This is an optimization exercise on Yosys and OpenROAD, whose aim is small area and a short achievable clock period, not a production implementation.
Where RTL was checked, it was by simulation tests only, not by an equivalence proof against the original.
Power figures rest on the tool's default switching activity, not on a simulated workload.

rev 12:
Design fp16_mac, start of the top module:
module fp16_mac (
    input  logic                        clk,
    input  logic                        rst,
    input  logic                        in_valid_i,
    input  logic [2-1:0]           tag_i,
    input  logic [16-1:0]          k_i,
    input  logic [16-1:0]          x_i,
    input  logic [16-1:0]          b_i,
    output logic                        out_valid_o,
    output logic [2-1:0]           tag_o,
    output logic [16-1:0]          result_o
);
Size: roughly 1,900 cells after synthesis, ~310 flip-flops, roughly 72 I/O pins, ~0.018 sq mm of cells after synthesis.
Settings: LEC_CHECK=0, CAP_MARGIN=20, CORE_MARGIN=2, CORE_UTILIZATION=40, CTS_CLUSTER_DIAMETER=70, CTS_CLUSTER_SIZE=40, SETUP_SLACK_MARGIN=2.8, SLEW_MARGIN=20; clock period 6.0 ns.
run.sh (not shown) runs the stock make flow with config.mk's settings and CLKGATE_MAP_FILE= SYNTH_SCRIPT=/design/flow/synth_recipe.tcl, a recipe that flattens the netlist after the stock synthesis.
Rev 12 closes out successfully: all stages finished, all timing, DRC and antenna checks passed.
For rev 13, these inputs were changed with respect to rev 12:
- SETUP_SLACK_MARGIN changed from 2.8 to 2.9
Findings:
Diff rev 12 -> rev 13 | final worst-path cycle share | decrease of 0.38 points. Rev 12 has lower worst setup slack after layout than rev 13. Rev 13 improves on rev 12 in final routed wirelength across all metal layers. The number of buffers and inverters on the critical path of rev 13 falls short of that of rev 12 by 1.
No run of this note included a check of the RTL's function; only the layout flow was run.


== try-raven ==
fp16_mac, a different RTL version from the one above (not shown whole).
Size in the first run: roughly 1900 cells after synthesis, about 310 flip-flops, ~18000 sq um of cells after synthesis.
// fp16_mac
module fp16_mac (
    input  logic                        clk,
    input  logic                        rst,
    input  logic                        in_valid_i,
    input  logic [2-1:0]           tag_i,
    input  logic [16-1:0]          k_i,
    input  logic [16-1:0]          x_i,
    input  logic [16-1:0]          b_i,
    output logic                        out_valid_o,
    output logic [2-1:0]           tag_o,
    output logic [16-1:0]          result_o
);
Settings: LEC_CHECK=0, CAP_MARGIN=0, CORE_MARGIN=2, CORE_UTILIZATION=40, CTS_CLUSTER_DIAMETER=60, CTS_CLUSTER_SIZE=35, SETUP_SLACK_MARGIN=2.8, SLEW_MARGIN=0; clock period 6.0 ns.
### try-raven -> try-maple
diff --git a/flow/config.mk b/flow/config.mk
--- a/flow/config.mk
+++ b/flow/config.mk
@@ -8 +8,2 @@
-export CAP_MARGIN = 0
+export ABC_AREA = 1
+export CAP_MARGIN = 20
@@ -14 +15 @@
-export SLEW_MARGIN = 0
+export SLEW_MARGIN = 20
Results
Summary of try-maple over try-raven: worst hold slack up 0.013 ns; clock net sink count did not really move; number of signal-net buffers in the layout lower; final wirelength saw an increase.
Sequential-to-total area share from yosys stat: try-raven and try-maple compared, lower one is try-maple
In try-maple, worst path setup slack after routing is higher than in try-raven.
Combinational-cell power consumption (higher): try-maple
Changes in try-juniper relative to try-maple:
diff --git a/flow/config.mk b/flow/config.mk
--- a/flow/config.mk
+++ b/flow/config.mk
@@ -8 +7,0 @@
-export ABC_AREA = 1
@@ -12,3 +11 @@
-export CTS_CLUSTER_DIAMETER = 60
-export CTS_CLUSTER_SIZE = 35
-export SETUP_SLACK_MARGIN = 2.8
+export SETUP_SLACK_MARGIN = 3.1
- Total of fill cells in the finished design: try-maple and try-juniper compared, lower one is try-juniper
- What try-juniper reported for number of combinational gates with multiple inputs has to be multiplied by 1.2 to get the figure for try-maple.
- Between try-maple and try-juniper, the flow reports die boundary width decreasing slightly.
- NOTE detailed-routed wire length on met2 try-maple->try-juniper increased by a few percent
- [try-juniper] number of cells on the critical path fell 2 relative to try-maple
- Post-synthesis net count: higher on try-maple
- try-juniper has completed all stages; timing, DRC and antenna checks passed.
- Share of the core filled with cells in try-juniper vs try-maple: up 3.1 points
- Sort try-maple and try-juniper by largest fanout on the critical path, ascending, and try-juniper comes first.
- try-juniper against try-maple; detailed-route via count is down by a little under 10%.
- Diff try-maple -> try-juniper | number of core rows | down slightly
The inputs of try-tundra differ from those of try-juniper as listed below.
diff --git a/flow/config.mk b/flow/config.mk
--- a/flow/config.mk
+++ b/flow/config.mk
@@ -11 +11,3 @@
-export SETUP_SLACK_MARGIN = 3.1
+export CTS_CLUSTER_DIAMETER = 70
+export CTS_CLUSTER_SIZE = 40
+export SETUP_SLACK_MARGIN = 2.9
Findings:
Diff try-tundra and try-juniper: minimum setup slack among reg-to-reg paths lower in try-tundra
Diff try-juniper -> try-tundra | net switching power of the design | down slightly
try-tundra vs try-juniper, cell-internal power went down by 10%.
Comparing leakage component of the power for try-tundra and try-juniper, the smaller number came from try-tundra.
try-tundra against try-juniper: worst setup slack shrank by 0.033 ns, number of gates resized after cts shrank by 113.
Of try-tundra and try-juniper, the lower DRC violation total after the first TritonRoute iteration belongs to try-juniper.
Layout clock buffer count (lower): try-tundra
try-tundra ended with less aggregate routed wire length than try-juniper.
Compared with try-juniper, try-tundra supports a lower clock frequency.
Input-level comparison between try-umber and try-tundra:
diff --git a/flow/config.mk b/flow/config.mk
--- a/flow/config.mk
+++ b/flow/config.mk
@@ -7,0 +8 @@
+export ABC_AREA = 1
@@ -11,3 +12 @@
-export CTS_CLUSTER_DIAMETER = 70
-export CTS_CLUSTER_SIZE = 40
-export SETUP_SLACK_MARGIN = 2.9
+export SETUP_SLACK_MARGIN = 2.8
Results
Lower clock latency on the worst-skew pair was reported by try-umber, not try-tundra.
The commonest non-fill, non-tap cell in the layout comes out nand2_1 in one run and dfxtp_1 in the other, namely in try-umber and try-tundra respectively.
Run comparison: try-umber main combinational cell family by area after synthesis simple AND/OR/NAND/NOR gates; try-tundra main combinational cell family by area after synthesis adder cells
Wire length of the first global-routing pass sits higher in try-umber than in try-tundra.
try-umber vs. try-tundra: clock buffer count went up by 22.
Re post-cts sizing count: try-umber is 43% down on try-tundra.
| post-synthesis cell area | higher: try-umber |
Higher detailed router's first-iteration violation count among try-tundra and try-umber: try-umber
> inputs changed (try-umber -> try-pepper)
diff --git a/flow/config.mk b/flow/config.mk
--- a/flow/config.mk
+++ b/flow/config.mk
@@ -8 +7,0 @@
-export ABC_AREA = 1
@@ -11,0 +11,2 @@
+export CTS_CLUSTER_DIAMETER = 80
+export CTS_CLUSTER_SIZE = 40
Findings:
Every stage of the flow completed for try-pepper, and the final layout passed the timing, design-rule and antenna checks.
In summary, try-umber completed successfully, with a layout that passed the timing, design-rule and antenna checks.
Diff try-umber -> try-pepper: final cell count without fillers went down, final worst slack went up, design area went down.
Diff try-umber -> try-pepper: average cell area after synthesis now larger, data arrival time of the critical path fell by 0.03 ns, number of cells on the worst reg-to-reg path down 5.
Summary of try-pepper over try-umber: area after synthesis has decreased; number of filler cells placed in the layout moved down.

separate check: timing with driven ports:
The flow's constraints put no driver on any port. The routed layouts listed below were extracted and timed again, unchanged, in two steps.
Step 1: set_driving_cell puts a clkbuf_16 on clk and a buf_2 on each other input, an assumption about the parent block.
Step 2 times the ports against the registers' clock, not the clock port: input delays grow and output delays shrink by t, the midpoint of the rising clock arrivals with the driver on.
Three values: ideal, step 1, step 2; two values: the first two.
run	shift t [ns]	slack for setup (ns)	worst setup path after step 2	clock arrival spread, ns
rev 12	0.603	2.674 / 2.674 / 2.289	input to register	0.039 / 0.039
rev 13	0.606	2.697 / 2.697 / 2.373	input to register	0.016 / 0.016
try-raven	0.617	2.812 / 2.812 / 2.286	input to register	0.033 / 0.033
try-maple	0.637	2.881 / 2.905 / 2.267	input to register	0.026 / 0.025
try-juniper	0.585	2.920 / 2.921 / 2.336	input to register	0.014 / 0.014
try-tundra	0.601	2.887 / 2.905 / 2.304	input to register	0.022 / 0.022
try-umber	0.573	2.826 / 2.866 / 2.294	input to register	0.028 / 0.029
try-pepper	0.595	2.864 / 2.896 / 2.301	input to register	0.036 / 0.036
After both steps every run listed still meets setup and hold. For try-maple, which loses most, drivers alone change the setup slack by +0.024 ns; drivers and shift together by -0.614 ns.
